This is an optimization exercise on Yosys and OpenROAD, whose aim is small area, not a production implementation. The RTL was checked by simulation tests, not by an equivalence proof against the original design. Power and IR drop assume default switching activity.

==> flow/design.v (excerpt) <==
module fpga_unidir #(
  parameter int MX                 = 4,
  parameter int MY                 = 2,
  parameter int WS                 = 4,
  parameter int NUM_CONFIG_REGIONS = 2
) (
  input  logic                  wb_clk_i,
  input  logic                  arst_n_i,
  input  logic                  wbs_cyc_i,
  input  logic                  wbs_stb_i,
  input  logic                  wbs_we_i,
  input  fabric_pkg::wb_sel_t   wbs_sel_i,
  input  fabric_pkg::wb_addr_t  wbs_addr_i,
  input  fabric_pkg::wb_data_t  wbs_data_i,
  output logic                  wbs_ack_o,
  output fabric_pkg::wb_data_t  wbs_data_o,
  input  logic [MY*WS-1:0]      fabric_in_i,
  output logic [MY*WS-1:0]      fabric_out_o
);
  localparam int COLS_PER_REGION = MX / NUM_CONFIG_REGIONS;
  localparam int CHAIN           = MY * WS;
  logic [WS-1:0]         west_w [MY][MX+1];
  logic [28:0]           cfg_w [MY+1][MX];
  logic [28:0]           bus_cfg;
  logic [MX-1:0]         col_shift;
  logic [MX*CHAIN-1:0]   col_valid;
  logic [NUM_CONFIG_REGIONS-1:0] region_cen;
  for (genvar y = 0; y < MY; y++) begin : g_row
    assign west_w[y][0]              = fabric_in_i[y*WS +: WS];
    assign fabric_out_o[y*WS +: WS]  = west_w[y][MX];
    for (genvar x = 0; x < MX; x++) begin : g_col
      clb_tile_unidir #(
        .WS(WS)
      ) clb_tile_unidir_i (
        .wb_clk_i   (wb_clk_i),
        .arst_n_i   (arst_n_i),
        .cen_i      (region_cen[x / COLS_PER_REGION]),
        .cfg_shift_i(col_shift[x]),
        .valid_i    (col_valid[x*CHAIN + y*WS +: WS]),
        .cfg_i      (cfg_w[y][x]),
        .west_i     (west_w[y][x]),
        .cfg_o      (cfg_w[y+1][x]),
        .east_o     (west_w[y][x+1])
      );
    end
  end
  for (genvar x = 0; x < MX; x++) begin : g_fan
    assign cfg_w[0][x] = bus_cfg;
  end
  fabric_config_region #(
    .COLS_PER_REGION   (COLS_PER_REGION),
    .NUM_CONFIG_REGIONS(NUM_CONFIG_REGIONS),
    .CHAIN             (CHAIN)
  ) fabric_config_region_i (
  ...
==> module logic_cell, before the edit <==
module logic_cell #(
  parameter int WS = 4
) (
  input  logic                  wb_clk_i,
  input  logic                  arst_n_i,
  input  logic                  cen_i,
  input  logic                  cfg_shift_i,
  input  logic                  valid_i,
  input  logic [28:0]           cfg_i,
  input  logic [WS-1:0]         west_i,
  input  logic [WS-1:0]         fb_i,
  output logic [28:0]           cfg_o,
  output logic                  q_o,
  output logic                  out_o
);
  logic [28:0]                    cfg_q;
  fabric_pkg::truth_t             truth;
  logic [fabric_pkg::LUT_K-1:0]   lut_in_n;
  logic                           lut_out;
  logic                           ff_q;
  always_ff @(posedge wb_clk_i) begin
    if (cfg_shift_i) begin
      cfg_q <= cfg_i;
    end
  end
  assign truth = cfg_q[fabric_pkg::TRUTH_LSB +: fabric_pkg::TRUTH_W];
  for (genvar k = 0; k < fabric_pkg::LUT_K; k++) begin : g_sel
    logic [fabric_pkg::SEL_W-1:0] sel;
    assign sel = cfg_q[fabric_pkg::SEL_LSB + k * fabric_pkg::SEL_W +: fabric_pkg::SEL_W];
    logic west_sel;
    logic fb_sel;
    fabric_mux4 west_mux_i (.d_i(west_i), .s_i(sel[1:0]), .y_o(west_sel));
    fabric_mux4 fb_mux_i   (.d_i(fb_i),   .s_i(sel[1:0]), .y_o(fb_sel));
    fabric_mux2i in_mux_i (.d_i({fb_sel, west_sel}), .s_i(sel[2]), .y_no(lut_in_n[k]));
  end
  fabric_pkg::truth_t truth_rev;
  logic [3:0] lut_lo;
  logic       lut_raw;
  for (genvar b = 0; b < fabric_pkg::TRUTH_W; b++) begin : g_rev
    assign truth_rev[b] = truth[fabric_pkg::TRUTH_W-1-b];
  end
  for (genvar m = 0; m < 4; m++) begin : g_lut
    fabric_mux4 lut_mux_i (.d_i(truth_rev[4*m +: 4]), .s_i(lut_in_n[1:0]), .y_o(lut_lo[m]));
  end
  fabric_mux4 lut_top_i (.d_i(lut_lo), .s_i(lut_in_n[3:2]), .y_o(lut_raw));
  assign lut_out = valid_i & lut_raw;
  always_ff @(posedge wb_clk_i or negedge arst_n_i) begin
    if (!arst_n_i) begin
      ff_q <= 1'b0;
    end else if (cen_i) begin
      ff_q <= lut_out;
    end
  end
  assign out_o = valid_i & (cfg_q[fabric_pkg::REG_BIT] ? ff_q : lut_raw);
  assign q_o   = ff_q;
  assign cfg_o = cfg_q;
endmodule
export LEC_CHECK = 0
export CAP_MARGIN = 5
export CORE_MARGIN = 2
export CORE_UTILIZATION = 70
export PLACE_DENSITY = 0.78
export SLEW_MARGIN = 5
export SYNTH_HIERARCHICAL = 1
create_clock -name core_clock -period 16.0 [get_ports {wb_clk_i}]
standard.sh (not shown) runs the stock make flow with config.mk's settings and CLKGATE_MAP_FILE= SYNTH_SCRIPT=/design/flow/synth_recipe.tcl, a recipe that flattens the netlist after the stock synthesis.
==> flow/flow/run.sh <==
#!/bin/bash
# Standard synthesis, then the standard ORFS layout steps with a leaner clock
# tree (larger sink clusters, no dummy loads) and the smallest buffer on each
# port. Every tool's output goes to a log file in this folder.
set -euo pipefail
bash standard.sh synth > synth.log 2>&1
bash standard.sh \
  'CTS_ARGS=-sink_clustering_enable -repair_clock_nets -dont_use_dummy_load -sink_clustering_size 16 -sink_clustering_max_diameter 60 -buf_list {sky130_fd_sc_hd__clkbuf_4 sky130_fd_sc_hd__clkbuf_8}' \
  'BUFFER_PORTS_ARGS=-inputs -outputs -buffer_cell sky130_fd_sc_hd__buf_1' \
  finish > layout.log 2>&1
==> next run, changes <==
--- a/flow/design.v
+++ b/flow/design.v
@@ -73,13 +73,13 @@
     if (!arst_n_i) begin
       ff_q <= 1'b0;
     end else if (cen_i) begin
       ff_q <= lut_out;
     end
   end
-  assign out_o = valid_i & (cfg_q[fabric_pkg::REG_BIT] ? ff_q : lut_raw);
+  assign out_o = cfg_q[fabric_pkg::REG_BIT] ? ff_q : lut_out;
   assign q_o   = ff_q;
   assign cfg_o = cfg_q;
 endmodule
 module fabric_mux4 (
   input  logic [3:0] d_i,
   input  logic [1:0] s_i,
Final area goes down by 0.46%; area after synthesis barely changes; worst setup slack is worse by 0.021 ns; total power is higher by 0.37%; wire length shrinks by 0.77%; sequential share of layout area went up by 0.30 points; die area stays flat; flip-flop and latch count is unchanged.

## afterwards: timing with drivers on the ports
In the flow no input, the clock included, has a driving cell. The finished layouts below were timed again as built, in two steps. Step 1 assumes that a clkbuf_16 drives the clock port and a buf_2 every other input. Step 2 adds t to the input delays and takes it off the output delays; t is the mean of the earliest and latest rising clock arrival at the registers after step 1. Input paths then give back, and output paths get back, about the clock's delay inside the block. Three values: ideal ports, drivers, drivers and shift; two values: the first two.
run | t, ns | setup slack, ns | pins driven straight from the clock port
the first run | 0.726 | 0.230 / 0.208 / 0.208 | 1
the second run | 0.750 | 0.210 / 0.186 / 0.186 | 1
After both steps every run listed still meets setup and hold. For the second run, which loses most, drivers alone change the setup slack by -0.024 ns; drivers and shift together by -0.024 ns.
